From an optimization exercise on the open Yosys and OpenROAD flow, aimed at small area, a short achievable clock period and few clock cycles per item; shortcuts taken in it are not production practice. Only simulation tests tie the RTL to the original design; equivalence was not proved. No activity file was given, so power comes from the tool's default toggle rates.

$ cat flow/config.mk
export PLATFORM = sky130hd
export DESIGN_NAME = node_health_monitor_table_core
export DESIGN_NICKNAME = node_health_monitor_table_core
export VERILOG_FILES = /design/flow/design.v
export SDC_FILE = /design/flow/constraint.sdc
export NUM_CORES = 4
export LEC_CHECK = 0
export CAP_MARGIN = 20
export CORE_MARGIN = 2
export CORE_UTILIZATION = 40
export SLEW_MARGIN = 20
$ cat flow/design.v
package nhm_pkg;
   localparam int unsigned SLOTS_DEF = 16;
   localparam logic [1:0] OP_HEARTBEAT = 2'd0;
   localparam logic [1:0] OP_SILENCE   = 2'd1;
   localparam logic [1:0] OP_QUERY     = 2'd2;
   localparam logic [1:0] OP_RESERVED  = 2'd3;
   localparam logic [2:0] KIND_QUERY     = 3'd0;
   localparam logic [2:0] KIND_ONLINE    = 3'd1;
   localparam logic [2:0] KIND_RECOVERED = 3'd5;
   localparam logic [2:0] KIND_REBOOT    = 3'd6;
   localparam logic [2:0] KIND_SILENT    = 3'd7;
   localparam logic [2:0] CSR_HIBERNATE = 3'd0;
   localparam logic [2:0] CSR_CRITICAL  = 3'd1;
   localparam logic [2:0] CSR_WARNING   = 3'd2;
   localparam logic [2:0] CSR_HYST      = 3'd3;
   localparam logic [2:0] CSR_RB_LIMIT  = 3'd4;
   localparam logic [2:0] CSR_RB_WINDOW = 3'd5;
   localparam logic [2:0] CSR_SILENCE   = 3'd6;
   localparam logic [15:0] HIBERNATE_RST = 16'd330;
   localparam logic [15:0] CRITICAL_RST  = 16'd340;
   localparam logic [15:0] WARNING_RST   = 16'd360;
   localparam logic [15:0] HYST_RST      = 16'd10;
   localparam logic [15:0] RB_LIMIT_RST  = 16'd5;
   localparam logic [31:0] RB_WINDOW_RST = 32'd86400000;
   localparam logic [31:0] SILENCE_RST   = 32'd600000;
   localparam logic [2:0] CS_HIB       = 3'd0;
   localparam logic [2:0] CS_CRIT      = 3'd1;
   localparam logic [2:0] CS_WARN      = 3'd2;
   localparam logic [2:0] CS_WARN_UP   = 3'd3;
   localparam logic [2:0] CS_CRIT_UP   = 3'd4;
   localparam logic [2:0] CS_WINDOW    = 3'd5;
   localparam logic [2:0] CS_REBOOT    = 3'd6;
   localparam logic [2:0] CS_SILENCE   = 3'd7;
   typedef struct packed {
      logic [15:0] hibernate;
      logic [15:0] critical;
      logic [15:0] warning;
      logic [15:0] hyst;
      logic [15:0] rb_limit;
      logic [31:0] rb_window;
      logic [31:0] silence;
   } cfg_type;
   typedef struct packed {
      logic [31:0] node;
      logic [31:0] heard;
      logic [1:0]  level;
      logic        silent;
      logic        seen;
      logic [31:0] win_start;
      logic [15:0] rb_base;
      logic        anom;
   } entry_type;
   typedef enum logic [2:0] {
      ST_IDLE,
      ST_SCAN_RD,
      ST_SCAN_CMP,
      ST_FETCH,
      ST_CMP,
      ST_EVAL,
      ST_EMIT
   } state_type;
endpackage
import nhm_pkg::*;
module nhm_cmp (
   input  logic [2:0]         step,
   input  nhm_pkg::cfg_type   cfg,
   input  logic [15:0]        cv,
   input  logic [15:0]        rb,
   input  logic [31:0]        now,
   input  nhm_pkg::entry_type ent,
   output logic               lt
);
   logic [32:0] op_a;
   logic [32:0] op_b;
   logic [31:0] diff;
   always_comb begin
      diff = 32'd0;
      op_a = {17'd0, cv};
      op_b = 33'd0;
      case (step)
         CS_HIB:     op_b = {17'd0, cfg.hibernate};
         CS_CRIT:    op_b = {17'd0, cfg.critical};
         CS_WARN:    op_b = {17'd0, cfg.warning};
         CS_WARN_UP: op_b = {16'd0, {1'b0, cfg.warning} + {1'b0, cfg.hyst}};
         CS_CRIT_UP: op_b = {16'd0, {1'b0, cfg.critical} + {1'b0, cfg.hyst}};
         CS_WINDOW: begin
            diff = now - ent.win_start;
            op_a = {1'b0, cfg.rb_window};
            op_b = {1'b0, diff};
         end
         CS_REBOOT: begin
            op_a = {17'd0, cfg.rb_limit};
            op_b = {17'd0, rb - ent.rb_base};
         end
         default: begin
            diff = now - ent.heard;
            op_a = {1'b0, cfg.silence};
            op_b = {1'b0, diff};
         end
      endcase
   end
   assign lt = op_a < op_b;
endmodule
import nhm_pkg::*;
module node_health_monitor_table_core #(
   parameter int unsigned SLOTS = SLOTS_DEF
)(
   input  logic        clock,
   input  logic        reset,
   input  logic        req_valid,
   output logic        req_ready,
   input  logic [1:0]  req_opcode,
   input  logic [31:0] req_node_id,
   input  logic [15:0] req_battery_cv,
   input  logic [15:0] req_reboot_total,
   input  logic [31:0] req_now_ms,
   output logic        rsp_valid,
   input  logic        rsp_ready,
   output logic [2:0]  rsp_alert_kind,
   output logic [31:0] rsp_alert_node,
   output logic [15:0] rsp_alert_arg,
   output logic [31:0] rsp_alert_time_ms,
   output logic [31:0] rsp_heard_ms,
   output logic        rsp_last_of_run,
   input  logic        csr_wen,
   input  logic [2:0]  csr_index,
   input  logic [31:0] csr_wdata
);
   localparam int unsigned IW = (SLOTS > 1) ? $clog2(SLOTS) : 1;
   localparam logic [IW-1:0] LAST_IDX = IW'(SLOTS - 1);
   nhm_pkg::cfg_type   cfg_ff;
   nhm_pkg::state_type state_ff, state_in;
   logic [116:0] mem [SLOTS];   
   logic [SLOTS-1:0] vld_ff;
   nhm_pkg::entry_type rd_ff;
   logic      rdv_ff;
   logic [IW-1:0] addr;
   logic [1:0]  op_ff;
   logic [31:0] id_ff;
   logic [15:0] cv_ff;
   logic [15:0] rb_ff;
   logic [31:0] now_ff;
   logic [IW-1:0] idx_ff;
   logic [IW-1:0] fidx_ff, eidx_ff, slot_ff;
   logic          found_ff, empty_ff, claim_ff, hit_ff;
   logic [2:0]    cs_ff;
   logic [7:0]    lt_ff;
   logic          lt;
   logic [2:0][2:0]  kind_ff;
   logic [2:0][15:0] arg_ff;
   logic [1:0]  num_ff, oidx_ff;
   logic [31:0] heard_ff;
   nhm_pkg::entry_type ent, nent;
   logic      hit_now, emp_now, accept, wr_en;
   logic [2:0][2:0]  nkind;
   logic [2:0][15:0] narg;
   logic [1:0]  nnum;
   logic [1:0]  simple, lvl0;
   assign accept = req_valid && req_ready;
   always_ff @(posedge clock) begin
      if (reset) begin
         cfg_ff <= {HIBERNATE_RST, CRITICAL_RST, WARNING_RST, HYST_RST,
                    RB_LIMIT_RST, RB_WINDOW_RST, SILENCE_RST};
      end else if (csr_wen) begin
         unique case (csr_index)
            CSR_HIBERNATE: cfg_ff.hibernate <= csr_wdata[15:0];
            CSR_CRITICAL:  cfg_ff.critical  <= csr_wdata[15:0];
            CSR_WARNING:   cfg_ff.warning   <= csr_wdata[15:0];
            CSR_HYST:      cfg_ff.hyst      <= csr_wdata[15:0];
            CSR_RB_LIMIT:  cfg_ff.rb_limit  <= csr_wdata[15:0];
            CSR_RB_WINDOW: cfg_ff.rb_window <= csr_wdata;
            CSR_SILENCE:   cfg_ff.silence   <= csr_wdata;
            default: ;
         endcase
      end
   end
   assign addr = (state_ff == ST_SCAN_RD) ? idx_ff : slot_ff;
   always_ff @(posedge clock) begin
      rd_ff <= mem[addr];
      if (wr_en) begin
         mem[slot_ff] <= nent;
      end
   end
   always_ff @(posedge clock) begin
      if (reset) begin
         vld_ff <= '0;
         rdv_ff <= 1'b0;
      end else begin
         rdv_ff <= vld_ff[addr];
         if (wr_en) begin
            vld_ff[slot_ff] <= 1'b1;
         end
      end
   end
   always_comb begin
      ent = rdv_ff ? rd_ff : '0;
      if (claim_ff) begin
         ent      = '0;
         ent.node = id_ff;
      end
   end
   assign hit_now = rdv_ff && (rd_ff.node == id_ff);
   assign emp_now = !rdv_ff || (rd_ff.node == 32'd0);
   nhm_cmp u_cmp (
      .step (cs_ff),
      .cfg  (cfg_ff),
      .cv   (cv_ff),
      .rb   (rb_ff),
      .now  (now_ff),
      .ent  (ent),
      .lt   (lt)
   );
   always_comb begin
      nent = ent;
      nnum = 2'd0;
      wr_en = 1'b0;
      for (int k = 0; k < 3; k++) begin
         nkind[k] = KIND_QUERY;
         narg[k]  = 16'd0;
      end
      simple = lt_ff[CS_HIB] ? 2'd3 : lt_ff[CS_CRIT] ? 2'd2 : lt_ff[CS_WARN] ? 2'd1 : 2'd0;
      lvl0 = ent.seen ? ent.level : simple;
      if (state_ff == ST_EVAL) begin
         unique case (op_ff)
            OP_HEARTBEAT: begin
               wr_en = 1'b1;
               nent.heard  = now_ff;
               nent.seen   = 1'b1;
               nent.silent = 1'b0;
               nent.level  = lvl0;
               if (ent.seen && ent.silent) begin
                  nkind[nnum] = KIND_ONLINE;
                  nnum = nnum + 2'd1;
               end
               if (simple > lvl0) begin
                  nent.level = simple;
                  nkind[nnum] = 3'd1 + {1'b0, simple};
                  narg[nnum]  = cv_ff;
                  nnum = nnum + 2'd1;
               end else if (lvl0 != 2'd0) begin
                  if (!lt_ff[CS_WARN_UP]) begin
                     nent.level = 2'd0;
                     nkind[nnum] = KIND_RECOVERED;
                     narg[nnum]  = cv_ff;
                     nnum = nnum + 2'd1;
                  end else if (lvl0 >= 2'd2 && !lt_ff[CS_CRIT_UP]) begin
                     nent.level = lvl0 - 2'd1;
                  end
               end
               if (lt_ff[CS_WINDOW] || ent.rb_base == 16'd0) begin
                  nent.win_start = now_ff;
                  nent.rb_base   = rb_ff;
                  nent.anom      = 1'b0;
               end else if (lt_ff[CS_REBOOT] && !ent.anom) begin
                  nent.anom = 1'b1;
                  nkind[nnum] = KIND_REBOOT;
                  narg[nnum]  = rb_ff;
                  nnum = nnum + 2'd1;
               end
            end
            OP_SILENCE: begin
               if (ent.seen && !ent.silent && lt_ff[CS_SILENCE]) begin
                  wr_en = 1'b1;
                  nent.silent = 1'b1;
                  nkind[0] = KIND_SILENT;
                  nnum = 2'd1;
               end
            end
            OP_QUERY: begin
               nnum = 2'd1;
            end
            default: ;
         endcase
      end
   end
   always_ff @(posedge clock) begin
      if (reset) begin
         state_ff <= ST_IDLE;
      end else begin
         state_ff <= state_in;
      end
   end
   always_comb begin
      state_in  = state_ff;
      req_ready = 1'b0;
      rsp_valid = 1'b0;
      unique case (state_ff)
         ST_IDLE: begin
            req_ready = 1'b1;
            if (req_valid && req_node_id != 32'd0 &&
                (req_opcode == OP_HEARTBEAT || req_opcode == OP_SILENCE ||
                 req_opcode == OP_QUERY)) begin
               state_in = ST_SCAN_RD;
            end
         end
         ST_SCAN_RD: state_in = ST_SCAN_CMP;
         ST_SCAN_CMP: begin
            if (idx_ff != LAST_IDX) begin
               state_in = ST_SCAN_RD;
            end else if (found_ff || hit_now) begin
               state_in = ST_FETCH;
            end else if (op_ff == OP_QUERY) begin
               state_in = ST_EVAL;
            end else if (op_ff == OP_HEARTBEAT && (empty_ff || emp_now)) begin
               state_in = ST_FETCH;
            end else begin
               state_in = ST_IDLE;
            end
         end
         ST_FETCH: state_in = ST_CMP;
         ST_CMP: begin
            if (cs_ff == CS_SILENCE) begin
               state_in = ST_EVAL;
            end
         end
         ST_EVAL: state_in = (nnum != 2'd0) ? ST_EMIT : ST_IDLE;
         ST_EMIT: begin
            rsp_valid = 1'b1;
            if (rsp_ready && oidx_ff == num_ff - 2'd1) begin
               state_in = ST_IDLE;
            end
         end
         default: state_in = ST_IDLE;
      endcase
   end
   always_ff @(posedge clock) begin
      if (accept) begin
         op_ff    <= req_opcode;
         id_ff    <= req_node_id;
         cv_ff    <= req_battery_cv;
         rb_ff    <= req_reboot_total;
         now_ff   <= req_now_ms;
         idx_ff   <= '0;
         found_ff <= 1'b0;
         empty_ff <= 1'b0;
         claim_ff <= 1'b0;
         hit_ff   <= 1'b0;
      end
      if (state_ff == ST_SCAN_CMP) begin
         idx_ff <= idx_ff + IW'(1);
         if (hit_now && !found_ff) begin
            found_ff <= 1'b1;
            fidx_ff  <= idx_ff;
         end
         if (emp_now && !empty_ff) begin
            empty_ff <= 1'b1;
            eidx_ff  <= idx_ff;
         end
         if (idx_ff == LAST_IDX) begin
            if (found_ff) begin
               slot_ff <= fidx_ff;
               hit_ff  <= 1'b1;
            end else if (hit_now) begin
               slot_ff <= idx_ff;
               hit_ff  <= 1'b1;
            end else if (empty_ff) begin
               slot_ff  <= eidx_ff;
               claim_ff <= 1'b1;
            end else begin
               slot_ff  <= idx_ff;
               claim_ff <= 1'b1;
            end
         end
      end
      if (state_ff == ST_FETCH) begin
         cs_ff <= CS_HIB;
      end
      if (state_ff == ST_CMP) begin
         lt_ff[cs_ff] <= lt;
         cs_ff <= cs_ff + 3'd1;
      end
      if (state_ff == ST_EVAL) begin
         kind_ff  <= nkind;
         arg_ff   <= narg;
         num_ff   <= nnum;
         oidx_ff  <= 2'd0;
         heard_ff <= (op_ff == OP_QUERY && hit_ff) ? ent.heard : 32'd0;
      end
      if (state_ff == ST_EMIT && rsp_ready) begin
         oidx_ff <= oidx_ff + 2'd1;
      end
   end
   assign rsp_alert_kind    = kind_ff[oidx_ff];
   assign rsp_alert_node    = id_ff;
   assign rsp_alert_arg     = arg_ff[oidx_ff];
   assign rsp_alert_time_ms = now_ff;
   assign rsp_heard_ms      = heard_ff;
   assign rsp_last_of_run   = (oidx_ff == num_ff - 2'd1);
endmodule
$ cat flow/run.sh
#!/bin/bash
# synth_recipe.tcl (not shown) runs the flow's synth.tcl, then flattens the netlist and writes it again
# the make line also repeats each setting of config.mk as NAME=value (left out here)
make -C /OpenROAD-flow-scripts/flow DESIGN_CONFIG=/design/flow/config.mk WORK_HOME=/design/flow/orfs CLKGATE_MAP_FILE= SYNTH_SCRIPT=/design/flow/synth_recipe.tcl finish
$ cat flow/constraint.sdc
create_clock -name core_clock -period 8.0 [get_ports {clock}]
set_input_delay 1.6000 -clock core_clock [delete_from_list [all_inputs] [get_ports {clock}]]
set_output_delay 1.6000 -clock core_clock [all_outputs]
set_load 0.01 [all_outputs]
==> impl_metrics.py <==
metrics = {
    "die": {
        "initial_utilization_pct": 40.2,
        "die_w_um": 493,
        "rows": 179,
        "coreArea_sq_um": 238000,
        "io_pins": 256,
        "die_y_um": 493,
        "dieArea_sq_um": 243000,
    },
    "min_path": {
        "hold_class": "reg2reg",
        "hold_start": "cfg_ff[25]",
    },
    "cells_and_area": {
        "drive_gt1_share_pct": 17.2,
        "final_nets": 6369,
        "fill_cells": 20200,
        "multi_input_area_sq_um": 25900,
        "stdcell_count": 9496,
        "syn2layout_area_growth_pct": 15.6,
        "final-seq-area_sq_um": 68400,
    },
    "timing": {
        "skew_ps": 77.2,
        "period_share_pct": 82.0,
        "tightest_slew_ps": 1130,
        "finalHoldViolCount": 0,
        "timing.slew.headroom_pct": 24.0,
        "holdWs_ps": 455,
        "drv_slew": 0,
        "setup_viol": 0,
        "rsz0062_at_grt": "no",
        "finalCriticalPeriod_ps": 6560,
        "layout_setup_ws_ps": 1440,
        "tns_ps": 0,
        "fmax_mhz": 152,
    },
    "placement": {
        "port_buffers": 255,
        "dp_cells": 9033,
        "gp_congestion": 0.936,
        "dp_hpwl_um": 143000,
        "place_ws_ps": 1560,
    },
    "critical_path": {
        "r2r-start": "cs_ff[0]",
        "end_kind": "flop",
        "cp.arrival_ps": 7310,
        "worstPathMaxFanout": 15,
        "cp-start-kind": "flop",
        "worstSetupPathDepth": 22,
        "reg2reg_slack_ps": 1440,
        "crit_end": "lt_ff[3]",
        "timing.rr.end": "lt_ff[3]",
        "path_delay_family": "compound AO/OA/AOI/OAI gates",
        "slowest_delay_ps": 770,
        "crit_start": "cs_ff[0]",
        "critPathSlowestCell": "ha_1",
        "critical_path_class": "reg2reg",
        "reg2reg_depth": 22,
        "cpMostUsedCell": "ha_1",
        "required_ps": 8750,
        "cp_num_buf_inv": 1,
        "path_cells": "inv_1 -> ha_1 -> ha_1 -> mux2_2 -> ha_1 -> nand3_1 -> o2111ai_1 -> o211ai_1 -> a21oi_1 -> a2111oi_2 -> xnor2_1 -> a22oi_1 -> a31o_2 -> ha_1 -> a21o_1 -> a21o_1 -> a21oi_1 -> o21ai_0 -> o21a_1 -> a211oi_1 -> o21a_1 -> a32o_1",
    },
    "power": {
        "p_sw_share_pct": 26.8,
        "leakagePower_nw": 36.5,
        "peakVddDrop_uv": 252,
        "power.density_nw_per_um2": 281,
        "power_frac_comb_pct": 15.8,
        "p_seq_share_pct": 47.6,
        "pwr-share-clk_pct": 36.7,
        "p_int_w": 0.0228,
        "power.total_w": 0.0311,
        "p_sw_w": 0.00833,
    },
    "route": {
        "totalWireLength_um": 260000,
        "firstDrtPassIters": 8,
        "drc": 0,
        "wl_per_cell_um": 27.4,
        "ant_nets": 0,
        "vias": 54500,
        "drtIter0Drc": 5987,
        "viasPerCell": 5.73,
    },
    "yosys": {
        "synth_cells": 5776,
        "ys_ff_latch": 2373,
        "synth_seq_area_share_pct": 71.4,
        "synth_edf_count": 2088,
        "synth_area_sq_um": 95800,
        "ys_top_cells_by_area": "edfxtp_1 65%, mux4_2 11%, dfxtp_1 6.0%, nand2_1 3.6%, ha_1 1.6%",
        "synth_cell_types": 82,
        "netlist.area_leader.share_pct": 65.4,
        "yosysMostFrequentCell": "edfxtp_1",
        "syn_avg_cell_area_sq_um": 16.6,
        "ys.flop_type": "edfxtp_1",
        "yosysTopAreaCell": "edfxtp_1",
        "synth_nets": 6036,
        "postSynth.asyncResetShare_pct": 0,
        "yosysWarningCount": 2,
        "yosys-top-cells-count": "2088 x edfxtp_1, 921 x nand2_1, 472 x mux4_2",
    },
    "clock_tree": {
        "cts_tree": "yes",
        "cts.sinks": 2373,
        "insertion_delay_ps": 890,
        "clk_pin_slew_ps": 60,
        "clockBufferDepth": 3,
        "cts_max_level": 4,
        "numCtsBuffers": 240,
        "cts_hold_buf": 0,
        "clock-root-buffer": "clkbuf_16",
        "post_cts_resized": 0,
        "cts_setup_buffers": 0,
    },
    "grt": {
        "grt_usage_pct": 21.0,
        "antenna_found_initial": 5,
        "grt_pass1_wl_um": 377000,
        "grt_pass1_vias": 54100,
        "grt_overflow": 0,
        "grt_max_degree": 136,
    },
    "run": {
        "drv_cap": 0,
    },
    "status": {
        "status": "finished clean",
    },
}
## worst min path at each step
stage,depth (start not counted),end
global route,2,cfg_ff[22]
floorplan,2,hit_ff
CTS,2,cfg_ff[70]
finish,2,cfg_ff[25]
detailed placement,2,cfg_ff[70]
global placement,2,cfg_ff[68]
## worst register-to-register path: stages (launching register included)
cell       delay (ps)
edfxtp_1          530
inv_1             180
ha_1              280
ha_1              770
mux2_2            420
ha_1              340
nand3_1           110
o2111ai_1         240
o211ai_1          350
a21oi_1           140
a2111oi_2         500
xnor2_1           180
a22oi_1           110
a31o_2            270
ha_1              310
a21o_1            170
a21o_1            170
a21oi_1           180
o21ai_0           110
o21a_1            190
a211oi_1          270
o21a_1            360
a32o_1            230
## metrics by stage
stage,util (%),cell area [sq um]
2_1_floorplan,-,95800
3_3_place_gp,43.1,103000
3_5_place_dp,43.1,103000
4_1_cts,46.5,111000
5_1_grt,46.5,111000
6_report,46.5,111000
## power groups by stage
stage               sequential [W]  combinational [W]  clock, W
CTS                         0.0148            0.00493    0.0116
floorplan                   0.0146            0.00347         0
detailed placement          0.0150            0.00491         0
global placement            0.0150            0.00487         0
global route                0.0148            0.00532    0.0121
finish                      0.0148            0.00490    0.0114
## placed cells by master (no fill, tap or decap), types with 32 or more instances in the layout
master | Yosys | layout
buf_12 | 0 | 36
mux2i_1 | 35 | 33
edfxtp_1 | 2088 | 2088
a22o_1 | 75 | 75
buf_4 | 12 | 120
xnor2_1 | 55 | 55
mux4_2 | 472 | 472
clkbuf_1 | 202 | 58
inv_1 | 36 | 34
o21ai_0 | 117 | 116
a211oi_1 | 127 | 127
clkdlybuf4s50_1 | 0 | 254
a31oi_1 | 131 | 131
clkbuf_16 | 0 | 240
clkinv_2 | 0 | 50
dfxtp_1 | 285 | 284
nor2_1 | 130 | 112
and2_1 | 182 | 181
nand3_1 | 69 | 69
a21o_1 | 32 | 32
nand2_1 | 921 | 920
ha_1 | 119 | 119
a21oi_1 | 210 | 208
nand3b_1 | 38 | 38
clkbuf_8 | 0 | 34
## layout make-up
cell class,count,share of cell area [%]
Sequential cell,2373,61.7
Multi-Input combinational cell,3046,23.4
Clock buffer,332,6.04
Timing Repair Buffer,412,3.79
Tap cell,3167,3.58
Clock inverter,128,1.34
Inverter,36,0.126
Antenna cell,2,0.00452
## per-layer routing
metal / global-route usage [%] / share of wire, % / up-vias
met3: 2.97 / 7.1 / 356
li1: - / - / 23300
met2: 32.8 / 46 / 2120
met4: 5.36 / 2.3 / 0
met5: 0 / 0 / -
met1: 31.1 / 44 / 28700
## cell families after synthesis
kind of cell / Yosys count / synth area share [%]
buffers and inverters: 357 / 1.83
muxes: 532 / 11.8
AOI/OAI and AO/OA: 829 / 5.76
and+or+nand+nor: 1483 / 6.90
xor gates and xnor gates: 80 / 0.731
DFF: 2373 / 71.4
adders and majority gates: 122 / 1.62
## registers in the layout, summed over array words and instances, names as in the netlist, 2 cells and up
| name | count |
|---|---|
| eidx_ff | 4 |
| state_ff | 3 |
| kind_ff | 7 |
| cfg_ff | 144 |
| fidx_ff | 4 |
| num_ff | 2 |
| id_ff | 32 |
| idx_ff | 4 |
| lt_ff | 8 |
| oidx_ff | 2 |
| cs_ff | 3 |
| heard_ff | 32 |
| mem | 1872 |
| cv_ff | 16 |
| now_ff | 32 |
| rb_ff | 16 |
| arg_ff | 48 |
| op_ff | 2 |
| slot_ff | 4 |
| rd_ff | 117 |
| vld_ff | 16 |
Testbench counts, summed over its fixed seeds: cycles 108,330, items 2,560.

[re-timing with driven ports]
How much do the figures lean on ideal ports? The routed layout below was timed once more, with nothing changed but the port constraints.
Step 1 assumes that a clkbuf_16 drives the clock port and a buf_2 every other input.
Step 2 also shifts input and output timing later by t, the mid clock arrival at the registers, as if the neighbouring blocks saw the same clock.
a / b / c = ideal / step 1 / step 2; a / b = the first two.
t (ns): 0.948
setup WS [ns]: 1.439 / 1.439 / 1.439
worst setup path at the end: register to register
worst data-port slew with drivers (ns): 0.06
pins driven straight from the clock port: 1
After both steps this run still meets setup and hold. The setup slack of this run moves by 0.000 ns with the drivers and by 0.000 ns with both steps.
